This is an optimization exercise on Yosys and OpenROAD, whose aim is small area and few clock cycles, not a production implementation.
Only simulation tests tie the RTL to the original design; equivalence was not proved.
Power is estimated from default activity; no workload was simulated.

==> design.v <==
package spq_pkg;
    localparam int DEPTH = 16;
    localparam int KEY_W = 16;
    localparam int TAG_W = 16;
    localparam int CNT_W = $clog2(DEPTH + 1);
    localparam logic [1:0] OP_INSERT = 2'd0;
    localparam logic [1:0] OP_REMOVE = 2'd1;
    localparam logic [1:0] OP_FIND   = 2'd2;
    localparam logic [1:0] OP_HEAD   = 2'd3;
    localparam logic [1:0] ST_OK        = 2'd0;
    localparam logic [1:0] ST_NOT_FOUND = 2'd1;
    localparam logic [1:0] ST_FULL      = 2'd2;
    localparam logic [1:0] ST_EMPTY     = 2'd3;
    typedef struct packed {
        logic             valid;
        logic [KEY_W-1:0] key;
        logic [TAG_W-1:0] tag;
    } t_entry;
    typedef struct packed {
        logic             ins_en;
        logic             rem_en;
        logic [KEY_W-1:0] key;
        logic [TAG_W-1:0] tag;
    } t_cmd;
    typedef struct packed {
        t_entry           entry;
        logic             ins_flag;
        logic             seen;
        logic [KEY_W-1:0] sel_key;
        logic [TAG_W-1:0] sel_tag;
    } t_link;
endpackage
module spq_cell (
    input  logic                      i_clk,
    input  logic                      i_rst_n,
    input  logic [spq_pkg::KEY_W-1:0] i_key,
    input  logic [spq_pkg::TAG_W-1:0] i_tag,
    input  logic                      i_wr,    
    input  logic                      i_clr,   
    output logic                      o_valid,
    output logic                      o_gt,    
    output logic                      o_eq,    
    output logic [spq_pkg::KEY_W-1:0] o_key,
    output logic [spq_pkg::TAG_W-1:0] o_tag
);
    logic                      r_valid;
    logic [spq_pkg::KEY_W-1:0] r_key;
    logic [spq_pkg::TAG_W-1:0] r_tag;
    assign o_valid = r_valid;
    assign o_key   = r_key;
    assign o_tag   = r_tag;
    assign o_eq    = i_tag == r_tag;
    always_comb begin
        logic g;
        g = 1'b0;
        for (int b = 0; b < spq_pkg::KEY_W; b++) begin
            g = (i_key[b] & !r_key[b]) | (i_key[b] & g) | (!r_key[b] & g);
        end
        o_gt = g;
    end
    always_ff @(posedge i_clk) begin
        if (i_wr) begin
            r_key <= i_key;
            r_tag <= i_tag;
        end
        if (!i_rst_n) begin
            r_valid <= 1'b0;
        end else if (i_wr) begin
            r_valid <= 1'b1;
        end else if (i_clr) begin
            r_valid <= 1'b0;
        end
    end
endmodule
module sorted_priority_queue_top (
    input  logic        i_clk,
    input  logic        i_rst_n,
    input  logic        s_axis_tvalid,
    output logic        s_axis_tready,
    input  logic [31:0] s_axis_tdata,   
    input  logic [1:0]  s_axis_tuser,   
    output logic        m_axis_tvalid,
    input  logic        m_axis_tready,
    output logic [39:0] m_axis_tdata,   
    output logic [1:0]  m_axis_tuser    
);
    localparam int DEPTH = spq_pkg::DEPTH;
    localparam int KEY_W = spq_pkg::KEY_W;
    localparam int TAG_W = spq_pkg::TAG_W;
    localparam int CNT_W = spq_pkg::CNT_W;
    logic [KEY_W-1:0] w_key;
    logic [TAG_W-1:0] w_tag;
    logic [1:0]       w_op;
    logic             w_fire;
    logic             w_full;
    logic [DEPTH-1:0] w_valid;
    logic [DEPTH-1:0] w_gt;
    logic [DEPTH-1:0] w_eq;
    logic [KEY_W-1:0] w_skey [DEPTH];
    logic [TAG_W-1:0] w_stag [DEPTH];
    logic [DEPTH-1:0] w_cand;
    logic [DEPTH-1:0] w_sel;
    logic             w_found;
    logic [DEPTH-1:0] w_free;
    logic             w_ins;
    logic             w_rem;
    logic [1:0]       w_status;
    logic             w_res;
    logic [DEPTH-1:0] r_before [DEPTH];   
    logic [CNT_W-1:0] r_count;
    logic             r_out_valid;
    logic [1:0]       r_status;
    logic             r_hit;
    logic [3:0]       r_idx;
    logic [3:0]       w_idx;
    assign s_axis_tready = !r_out_valid || m_axis_tready;
    assign w_fire        = s_axis_tvalid && s_axis_tready;
    assign w_op          = s_axis_tuser;
    assign w_key         = s_axis_tdata[KEY_W-1:0];
    assign w_tag         = s_axis_tdata[KEY_W +: TAG_W];
    assign w_full        = r_count[CNT_W-1];
    always_comb begin
        for (int i = 0; i < DEPTH; i++) begin
            w_cand[i] = w_valid[i] && ((w_op == spq_pkg::OP_HEAD) || w_eq[i]);
        end
    end
    always_comb begin
        for (int i = 0; i < DEPTH; i++) begin
            logic behind;
            behind = 1'b0;
            for (int j = 0; j < DEPTH; j++) begin
                if (j < i)      behind = behind | (w_cand[j] & r_before[j][i]);
                else if (j > i) behind = behind | (w_cand[j] & !r_before[i][j]);
            end
            w_sel[i] = w_cand[i] & !behind;
        end
        w_found = |w_cand;
    end
    always_comb begin
        logic taken;
        taken = 1'b0;
        for (int i = 0; i < DEPTH; i++) begin
            w_free[i] = !w_valid[i] && !taken;
            taken     = taken | !w_valid[i];
        end
    end
    assign w_ins = w_fire && (w_op == spq_pkg::OP_INSERT) && !w_full;
    assign w_rem = w_fire && (w_op == spq_pkg::OP_REMOVE) && w_found;
    genvar gi, gj;
    generate
        for (gi = 0; gi < DEPTH; gi++) begin : g_cell
            spq_cell u_cell (
                .i_clk   (i_clk),
                .i_rst_n (i_rst_n),
                .i_key   (w_key),
                .i_tag   (w_tag),
                .i_wr    (w_ins && w_free[gi]),
                .i_clr   (w_rem && w_sel[gi]),
                .o_valid (w_valid[gi]),
                .o_gt    (w_gt[gi]),
                .o_eq    (w_eq[gi]),
                .o_key   (w_skey[gi]),
                .o_tag   (w_stag[gi])
            );
        end
        for (gi = 0; gi < DEPTH; gi++) begin : g_row
            for (gj = gi + 1; gj < DEPTH; gj++) begin : g_col
                always_ff @(posedge i_clk) begin
                    if (w_ins && w_free[gi]) begin
                        r_before[gi][gj] <= w_gt[gj];
                    end else if (w_ins && w_free[gj]) begin
                        r_before[gi][gj] <= !w_gt[gi];
                    end
                end
            end
        end
    endgenerate
    always_comb begin
        w_status = spq_pkg::ST_OK;
        w_res    = 1'b0;
        case (w_op)
            spq_pkg::OP_INSERT: if (w_full) w_status = spq_pkg::ST_FULL;
            spq_pkg::OP_HEAD: begin
                if (w_found) w_res = 1'b1;
                else         w_status = spq_pkg::ST_EMPTY;
            end
            default: begin
                if (w_found) w_res = 1'b1;
                else         w_status = spq_pkg::ST_NOT_FOUND;
            end
        endcase
    end
    always_ff @(posedge i_clk) begin
        if (w_fire) begin
            r_status <= w_status;
            r_hit    <= w_res;
            r_idx    <= w_idx;
        end
        if (!i_rst_n) begin
            r_count     <= '0;
            r_out_valid <= 1'b0;
        end else begin
            if (w_ins) begin
                r_count <= r_count + CNT_W'(1);
            end else if (w_rem) begin
                r_count <= r_count - CNT_W'(1);
            end
            if (w_fire) begin
                r_out_valid <= 1'b1;
            end else if (m_axis_tready) begin
                r_out_valid <= 1'b0;
            end
        end
    end
    always_comb begin
        w_idx = '0;
        for (int i = 0; i < DEPTH; i++) begin
            w_idx = w_idx | (w_sel[i] ? 4'(i) : 4'd0);
        end
    end
    logic [KEY_W-1:0] w_res_key;
    logic [TAG_W-1:0] w_res_tag;
    always_comb begin
        w_res_key = '0;
        w_res_tag = '0;
        for (int i = 0; i < DEPTH; i++) begin
            if (r_hit && r_idx == 4'(i)) begin
                w_res_key = w_res_key | w_skey[i];
                w_res_tag = w_res_tag | w_stag[i];
            end
        end
    end
    assign m_axis_tvalid = r_out_valid;
    assign m_axis_tuser  = r_status;
    assign m_axis_tdata  = {(40 - KEY_W - TAG_W - CNT_W)'(0), r_count, w_res_tag, w_res_key};
endmodule
==> flow/run.sh <==
#!/bin/bash
# Own layout flow: the standard flow (standard.sh) with two changes.
#  - Synthesis maps the logic with flow/area.abc, an area-oriented ABC
#    script, through flow/synth.tcl, which otherwise runs synth_recipe.tcl
#    unchanged (same registers, flattening and renaming).
#  - Ports are buffered with sky130_fd_sc_hd__buf_1 cells.
# Every step's full output is in orfs/logs/; make's own output is in
# own_flow_make.log and the DEF export's in own_flow_def.log.
set -euo pipefail
W="$PWD"
export FLOW_WORK="$W"
export MY_ABC_SCRIPT="$W/flow/area.abc"
sed -e "s#\(SYNTH_SCRIPT=\)[^ ]*/synth_recipe\.tcl#\1$W/flow/synth.tcl#" \
    -e "s#CLKGATE_MAP_FILE= #CLKGATE_MAP_FILE= 'BUFFER_PORTS_ARGS=-buffer_cell sky130_fd_sc_hd__buf_1' #" \
    -e "s#^\(\s*openroad .*\)\$#\1 > $W/own_flow_def.log 2>\&1#" \
    standard.sh > "$W/own_standard.sh"
grep -q "SYNTH_SCRIPT=$W/flow/synth.tcl" "$W/own_standard.sh"
grep -q "BUFFER_PORTS_ARGS" "$W/own_standard.sh"
bash "$W/own_standard.sh" finish > "$W/own_flow_make.log" 2>&1
test -s "$W/out/final.def"
==> flow/area.abc <==
strash
&get -n
&fraig -x
&put
dc2
strash
&get -n
&dch -f
&if -a -K 6
&put
strash
&get -n
&dch -f
&nf -R 1000 {D}
&put
dnsize {D}
==> flow/synth.tcl <==
# The standard synthesis (synth_recipe.tcl), with one change: the logic is
# mapped with the ABC script named by MY_ABC_SCRIPT (an area-oriented mapping)
# in place of ORFS's speed script. Registers, flattening and renaming are
# untouched.
proc abc {args} {
  set i [lsearch -exact $args -script]
  if {$i >= 0} { set args [lreplace $args $i [expr {$i + 1}]] }
  set i [lsearch -exact $args -D]
  if {$i >= 0} { set args [lreplace $args $i [expr {$i + 1}]] }
  lappend args -script $::env(MY_ABC_SCRIPT) -D 4000
  puts "own flow abc: $args"
  yosys abc {*}$args
}
source $::env(FLOW_WORK)/synth_recipe.tcl
==> standard.sh <==
#!/bin/bash
# synth_recipe.tcl (not shown) runs the flow's synth.tcl, then flattens the netlist and writes it again
# the make line also repeats each setting of config.mk as NAME=value (left out here)
make -C /OpenROAD-flow-scripts/flow DESIGN_CONFIG=/design/flow/config.mk WORK_HOME=/design/flow/orfs CLKGATE_MAP_FILE= SYNTH_SCRIPT=/design/flow/synth_recipe.tcl "${@:-finish}"
==> config.mk <==
export PLATFORM = sky130hd
export DESIGN_NAME = sorted_priority_queue_top
export DESIGN_NICKNAME = sorted_priority_queue_top
export VERILOG_FILES = /design/flow/design.v
export SDC_FILE = /design/flow/constraint.sdc
export NUM_CORES = 4
export LEC_CHECK = 0
export CAP_MARGIN = 0
export CORE_MARGIN = 2
export CORE_UTILIZATION = 65
export CTS_BUF_LIST = sky130_fd_sc_hd__clkbuf_16
export CTS_CLUSTER_DIAMETER = 100
export CTS_CLUSTER_SIZE = 26
export SLEW_MARGIN = 0
==> constraint.sdc <==
create_clock -name core_clock -period 5.5 [get_ports {i_clk}]
set_input_delay 1.1000 -clock core_clock [delete_from_list [all_inputs] [get_ports {i_clk}]]
set_output_delay 1.1000 -clock core_clock [all_outputs]
set_load 0.01 [all_outputs]
==> impl_results.md <==
* Port Buffers at 78
* CTS H-tree depth at 1
* Total Wirelength at 107,000 um
* Setup CP Type: reg2out
* CP required at 4400 ps
* Hold-fix buffers, CTS at 0
* Tcrit/Tclk final at 84.6%
* Avg Inst Size Synth at 13.4 um2
* Vias per cell at 7.96
* Area Growth Syn to Fin at 9.68%
* Post-synth EDFFs at 639
* DPL Wire Length at 73,300 um
* Worst-margin pin slew at 1200 ps
* Sw Pwr at 2.02 mW
* Die X at 220 um
* Synthesized netlist cell count at 2,266
* Slack of the critical path at 847 ps
* Die H at 220 um
* DR WL/cell at 34.3 um
* Ys flop type: edfxtp_1
* GP Congestion at 1.05
* Initial DRC Count at 6,265
* Critical-path cell list: nand3b_1, nor2_4, buf_4, a222oi_1, and4_1, nand3_1, buf_1
* CTS tree: yes
* Max-cap viol count at 0
* Largest net degree at the start of global routing at 33
* Area contributors post-synth: edfxtp_1, a222oi_1, xnor2_1
* CP Capture Type: output port
* Row count at 79
* Core outline area at 46,400 um2
* P_leak at 10.9 nW
* Top cell type's share of synthesized area at 63.0%
* Synthesis-stage register bit count at 661
* Post-CTS resize count at 0
* Final antenna-violating net count at 0
* Synth Warn # at 6
* Global-route wire length before repair at 154,000 um
* ANT cells at 0
* Async SR Flop Fraction at 0%
* CP max-delay cell: nor2_4
* VDD IR max at 0.000336 V
* Worst skew pair latency at 660 ps
* P_int at 6.71 mW
* Post-CTS Setup Repair Bufs at 0
* Minimum clock period at 4650 ps
* Pins Over Slew Limit at 0
* Grt total ovfl at 0
* Clock Sinks at 661
* Io pins at 82
* Synth cell types at 48
* Clock skew at 26.6 ps
* Switching Share at 23.2%
* CTS max path bufs at 3
* Final TNS setup at 0 ps
* CP startpoint kind: register
* CP bufs+invs at 2
* Post-route DRC at 0
* Sequential area share after synthesis at 64.5%
* Fillers at 3,135
* Nets at 2,548
* Yosys top cell by area: edfxtp_1
* Reg clk slew, reported paths at 110 ps
* Slew HR at 19.7%
* Vias in the first global route at 23.4k
* Final setup viols at 0
* Crit-path leading delay family: simple AND/OR/NAND/NOR gates
* Hold Crit Class: reg2reg
* Drt first pass iters at 13
* Synth Cell Area at 30,400 um2
* Share of layout cells above drive strength 1 at 7.76%
* Crit path max fanout at 24
* Total track usage at 43.7%
* Critical Path AT at 3550 ps
* Total CTS buffers at 29
* Routed vias at 24.8k
* Crit path largest cell delay at 850 ps
* Place WS at 396 ps
* Flop pwr share at 63.6%
* Cell area power density at 262 nW/um2
* Initial cell density of the core at 65.7%
* Root Driver: clkbuf_16
* Clock share of power at 28.9%
* Die Area at 48,600 um2
* Initial antenna violation count at 0
* Hold Fails Final Rpt at 0
* Status: timing/DRC/antenna clean
* RSZ-0062 raised after global routing: no
* Logic pwr share at 7.5%
* Max Fclk at 215 MHz
-- cell usage after synthesis, types with 21 or more instances --
master / n
o21ai_0: 189
nand4_1: 65
nor2_1: 48
dfxtp_1: 22
o21a_1: 21
nand2_1: 209
o22a_1: 33
xor2_1: 66
a22oi_1: 110
a21oi_1: 38
a221oi_1: 43
clkinv_1: 62
o22ai_1: 126
edfxtp_1: 639
nand3_1: 35
a222oi_1: 163
nor4_1: 31
xnor2_1: 182
-- power by group through the flow --
stage / Sequential (mW) / Clock, mW / Combinational (mW)
6_report: 5.55 / 2.53 / 0.651
5_1_grt: 5.56 / 2.64 / 0.686
4_1_cts: 5.55 / 2.49 / 0.625
3_5_place_dp: 5.67 / 0 / 0.621
3_3_place_gp: 5.67 / 0 / 0.604
2_1_floorplan: 5.66 / 0 / 0.320
-- metrics by stage --
| stage | area [um2] | total power [mW] | util [%] | std cells | hold WS, ps |
|---|---|---|---|---|---|
| 3_3_place_gp | 32600 | 6.27 | 70.3 | 3079 | 483 |
| 4_1_cts | 33400 | 8.67 | 72.0 | 3120 | 511 |
| 5_1_grt | 33400 | 8.88 | 72.0 | 3120 | 548 |
| 3_5_place_dp | 32600 | 6.29 | 70.3 | 3079 | 495 |
| 6_report | 33400 | 8.73 | 72.0 | 3120 | 515 |
| 2_1_floorplan | 30500 | 5.98 | - | 2268 | 460 |
-- metal layers --
metal	vias to the layer above	track usage, %	part of all wire, %
li1	9996	-	-
met1	11882	60.8	35
met2	2486	65.9	44
met3	466	11.1	16
met4	0	18.6	5.7
met5	-	0	0
-- placed cells by master, fill, tap and decap left out, types with 5 or more instances in the layout --
master     instances
xor2_1            66
o21a_1            21
clkinv_1          59
a221oi_1          43
nor2_4            13
edfxtp_1         639
inv_1              9
clkbuf_2          14
o22a_1            33
nand4_1           65
xnor2_1          182
a21oi_1           38
o21ai_0          184
a22o_1            14
a21boi_0          19
dfxtp_1           22
clkbuf_16         29
nand3_1           35
ha_1               6
a2111oi_0          9
a22oi_1          110
nand2b_1           6
nor4_1            31
nor3_1            11
o21ai_1            5
buf_4            129
nand2_1          209
or3b_1             5
o221ai_1          16
and3_1            19
a222oi_1         163
and4_1            18
buf_1             64
nor2_1            35
o22ai_1          126
o2bb2ai_1         15
or3_1              5
-- tightest hold or removal path, delay by kind of cell, from the launching register on --
family	cells	cell delay [ps]
flops	1	340
compound gates	2	140
-- area by class of cell --
type,count,area [um2],area share (%)
Clock buffer,29,726,2.17
Clock inverter,12,73.8,0.221
Inverter,62,233,0.697
Multi-Input combinational cell,1541,10700,32.0
Sequential cell,661,19600,58.8
Tap cell,607,759,2.27
Timing Repair Buffer,208,1300,3.89
-- cell families (layout without fill, tap and decap cells) --
family | after synthesis | in the layout | share of synthesized area [%]
and+or+nand+nor | 467 | 467 | 7.51
AOI/OAI and AO/OA | 814 | 814 | 19.6
xor gates and xnor gates | 248 | 248 | 7.13
muxes | 2 | 2 | 0.0658
buffers and inverters | 66 | 311 | 0.863
DFF | 661 | 661 | 64.5
adders and majority gates | 7 | 7 | 0.312
other | 1 | 3 | 0.0123
-- final timing paths --
kind	from	endpoint	slack (ps)	depth (start not counted)
min reg2reg	g_cell[7].u_cell.r_valid$_SDFFE_PN0P_	g_cell[7].u_cell.r_valid$_SDFFE_PN0P_	510	2
min	g_cell[7].u_cell.r_valid$_SDFFE_PN0P_	g_cell[7].u_cell.r_valid$_SDFFE_PN0P_	510	2
max reg2reg	g_cell[8].u_cell.r_tag[9]$_DFFE_PP_	r_idx[2]$_DFFE_PP_	1510	13
max	r_idx[1]$_DFFE_PP_	m_axis_tdata[17]	850	7
-- registers in the layout, summed over array words and instances, names as in the netlist --
name                   flops
g_cell.u_cell.r_valid     16
g_cell.u_cell.r_tag      256
r_status                   2
r_out_valid                1
g_cell.u_cell.r_key      256
r_count                    5
r_before                 120
r_idx                      4
r_hit                      1
Testbench counts, summed over its fixed seeds: cycles 24,008.

## re-timing with driven ports
How much do the figures lean on ideal ports? The routed layout below was timed once more, with nothing changed but the port constraints.
Step 1: set_driving_cell puts a clkbuf_16 on i_clk and a buf_2 on each other input, an assumption about the parent block.
Step 2 adds t to the input delays and takes it off the output delays; t is the mean of the earliest and latest rising clock arrival at the registers after step 1. Input paths then give back, and output paths get back, about the clock's delay inside the block.
Slacks: ideal ports / drivers / drivers and shift; pairs: ideal ports / drivers.
t (ns): 0.712
setup slack, ns: 0.847 / 0.785 / 0.180
worst setup path after step 2: input to register
worst data-port slew with drivers (ns): 0.06
After both steps this run still meets setup and hold. The setup slack of this run moves by -0.062 ns with the drivers and by -0.667 ns with both steps.
